Context: an optimization exercise on an open-source flow, tuned for small area, a short achievable clock period and few clock cycles per item. The choices shown serve that exercise and are no tape-out recipe.
Power figures rest on the tool's default switching activity, not on a simulated workload.

== v6 ==
==> flow/design.v (excerpt) <==
module source_token_scanner (
    input  logic        aclk,
    input  logic        aresetn,
    input  logic        s_valid,
    output logic        s_ready,
    input  logic [7:0]  s_char_code,
    input  logic        s_end_of_input,
    output logic        m_valid,
    input  logic        m_ready,
    output logic [4:0]  m_token_kind,
    output logic [31:0] m_start_pos,
    output logic [5:0]  m_token_length,
    output logic [30:0] m_int_value,
    output logic        m_leading_space,
    output logic        m_last_result
);
Settings: LEC_CHECK=0, CAP_MARGIN=20, CORE_MARGIN=2, CORE_UTILIZATION=45, PLACE_DENSITY=0.65, SETUP_SLACK_MARGIN=2.5, SLEW_MARGIN=20; clock period 5.5 ns.
standard.sh (not shown) runs the stock make flow with config.mk's settings and CLKGATE_MAP_FILE= SYNTH_SCRIPT=/design/flow/synth_recipe.tcl, a recipe that flattens the netlist after the stock synthesis.
==> flow/flow/run.sh <==
#!/bin/bash
# The standard layout, with buf_2 cells as the port buffers in place of the
# default delay-buffer cells, and a clock tree of clkbuf_8 cells without
# dummy balancing loads. Every tool's output goes to a log file here.
set -euo pipefail
export BUFFER_PORTS_ARGS="-buffer_cell sky130_fd_sc_hd__buf_2"
export CTS_ARGS="-sink_clustering_enable -repair_clock_nets -dont_use_dummy_load -sink_clustering_size 30 -sink_clustering_max_diameter 100 -buf_list sky130_fd_sc_hd__clkbuf_8"
bash standard.sh > standard_flow.log 2>&1
Input-level comparison between v7 and v6:
--- a/flow/design.v
+++ b/flow/design.v
@@ -226,51 +226,52 @@
                 KW_RETUR: if (c == CL_N) kw_n = KW_RETURN;
                 default:  kw_n = KW_NONE;
             endcase
         end
     end
     assign digits_n = (!in_word_q || digits_q) && c_digit;
     localparam int AW = 28;
     logic          acc_keep;
     logic          acc_fresh;
     logic [1:0]    lo_sum;
     logic          lo_cout;
-    logic          lo_cout_q;
     logic [AW-1:0] ha;
     logic [AW-1:0] hb;
-    logic [AW:0]   pg_g [6];
-    logic [AW:0]   pg_p [6];
+    logic [AW-1:0] pg_g [6];
+    logic [AW-1:0] pg_p [6];
+    logic [AW-1:0] hi_carry;
     logic [AW-1:0] hi_sum;
     logic [30:0]   prod;
     logic          ovf;
     assign acc_keep  = in_word_q && digits_q && c_digit;
     assign acc_fresh = !in_word_q && c_digit;
     assign lo_sum[0] = acc_q[0] ^ d[1];
     assign lo_sum[1] = acc_q[1] ^ d[2] ^ (acc_q[0] & d[1]);
-    assign lo_cout   = lo_cout_q;
+    assign lo_cout   = d[3] | (acc_q[1] & d[2]) | ((acc_q[1] | d[2]) & acc_q[0] & d[1]);
     assign ha        = acc_q[29:2];
     assign hb        = acc_q[27:0];
-    assign pg_g[0]   = {ha & hb, lo_cout};
-    assign pg_p[0]   = {ha ^ hb, 1'b0};
+    assign pg_g[0]   = ha & hb;
+    assign pg_p[0]   = ha ^ hb;
     for (genvar l = 0; l < 5; l++) begin : g_ks
-        for (genvar j = 0; j <= AW; j++) begin : g_pos
+        for (genvar j = 0; j < AW; j++) begin : g_pos
             if (j >= (1 << l)) begin : g_join
                 assign pg_g[l + 1][j] = pg_g[l][j] | (pg_p[l][j] & pg_g[l][j - (1 << l)]);
                 assign pg_p[l + 1][j] = pg_p[l][j] & pg_p[l][j - (1 << l)];
             end else begin : g_pass
                 assign pg_g[l + 1][j] = pg_g[l][j];
                 assign pg_p[l + 1][j] = pg_p[l][j];
             end
         end
     end
-    assign hi_sum    = pg_p[0][AW:1] ^ pg_g[5][AW-1:0];
+    assign hi_carry  = {pg_g[5][AW-2:0] | (pg_p[5][AW-2:0] & {(AW - 1){lo_cout}}), lo_cout};
+    assign hi_sum    = pg_p[0] ^ hi_carry;
     assign prod      = {hi_sum, lo_sum, d[0]};
     assign ovf       = acc_q > 31'd214748364 || (acc_q == 31'd214748364 && d >= 4'd8);
     assign cmt_start = in_word_q && kw_q == KW_SLASH && c == CL_SLASH;
     assign la_gt     = !la_end && la == CL_GT;
     assign la_slash  = !la_end && la == CL_SLASH;
     assign ends      = la_end || la == CL_SPACE || la == CL_NEWLINE ||
                        la == CL_COMMA || la == CL_DOT || la == CL_LPAREN ||
                        la == CL_RPAREN || la == CL_LBRACE || la == CL_RBRACE ||
                        la == CL_COLON || la == CL_MINUS;
     always_comb begin
         found = 1'b0;
@@ -311,32 +312,22 @@
     logic        acc_hold;
     logic [30:0] acc_d;
     assign acc_ld_keep  = ld_word && acc_keep;
     assign acc_ld_sat   = acc_ld_keep && ovf;
     assign acc_ld_fresh = ld_word && acc_fresh;
     assign acc_hold     = !ld_word && !eof_load;
     assign acc_d        = {31{acc_ld_sat}} | ({31{acc_ld_keep}} & prod) |
                           ({31{acc_hold}} & acc_q) | ({31{acc_ld_fresh}} & 31'(d));
     always_ff @(posedge aclk) begin
         acc_q <= acc_d;
     end
-    function automatic logic low_carry(input logic [1:0] a, input logic [3:0] dd);
-        low_carry = dd[3] | (a[1] & dd[2]) | ((a[1] | dd[2]) & a[0] & dd[1]);
-    endfunction
-    logic [1:0] acc_n_lo;
-    assign acc_n_lo = acc_keep ? {lo_sum[0], d[0]} : (acc_fresh ? d[1:0] : 2'd0);
-    always_ff @(posedge aclk) begin
-        if (go && !la_end) begin
-            lo_cout_q <= ld_word ? low_carry(acc_n_lo, h1n_q) : low_carry(acc_q[1:0], h1n_q);
-        end
-    end
     always_ff @(posedge aclk) begin
         if (ld_first || eof_load) begin
             start_q <= pos_q;
         end
         if (eof_load) begin
             len_q   <= 6'd0;
             kind_q  <= stt_pkg::KIND_EOF;
             lead_q  <= 1'b0;
             last_q  <= 1'b1;
         end else if (ld_word) begin
             len_q   <= len_n;
==> summary.txt <==
Per the comparison of v7 with v6, flip-flop and latch count went down by about 0.8%; overall power of the completed layout went down 0.035 mW; overall fraction of global-route tracks in use moved down; leakage power lost about 4.7%; synthesized cell count decreased by about 3.2% relative to the old numbers.
Area occupied by multi-input gates, v6 and v7, lower one = v7.
Looking at layout net count across v6 and v7, the one that comes out higher is v6.
As of v7, total routed wirelength had fallen by a few percent compared to v6.
Against v6 as the reference, v7 delivers a higher shortest period the worst path allows.
Setup slack in v7 is smaller than in v6.
v7 vs. v6: highest cell delay on the worst timing path lost 50 ps, number of filler instances in the final layout lost 33.
Function was not checked in any run of this note: the RTL went through the layout flow alone.

-- separate check: timing with driven ports --
The flow's constraints put no driver on any port. The routed layouts listed below were extracted and timed again, unchanged, in two steps. Step 1: set_driving_cell puts a clkbuf_16 on aclk and a buf_2 on each other input, an assumption about the parent block. Step 2, shift: input delay + t, output delay - t, t = (earliest + latest rising clock arrival at the registers) / 2. This alone moves slack from input paths to output paths. Slacks: ideal / step 1 / step 2; pairs: ideal / step 1.
run | t (ns) | slack for setup (ns) | latest minus earliest clock arrival (ns)
v6 | 0.458 | 2.603 / 2.603 / 2.243 | 0.024 / 0.023
v7 | 0.456 | 2.488 / 2.488 / 2.232 | 0.031 / 0.031
After both steps every run listed still meets setup and hold. The setup slack of v6, which loses most, moves by 0.000 ns with the drivers and by -0.360 ns with both steps.
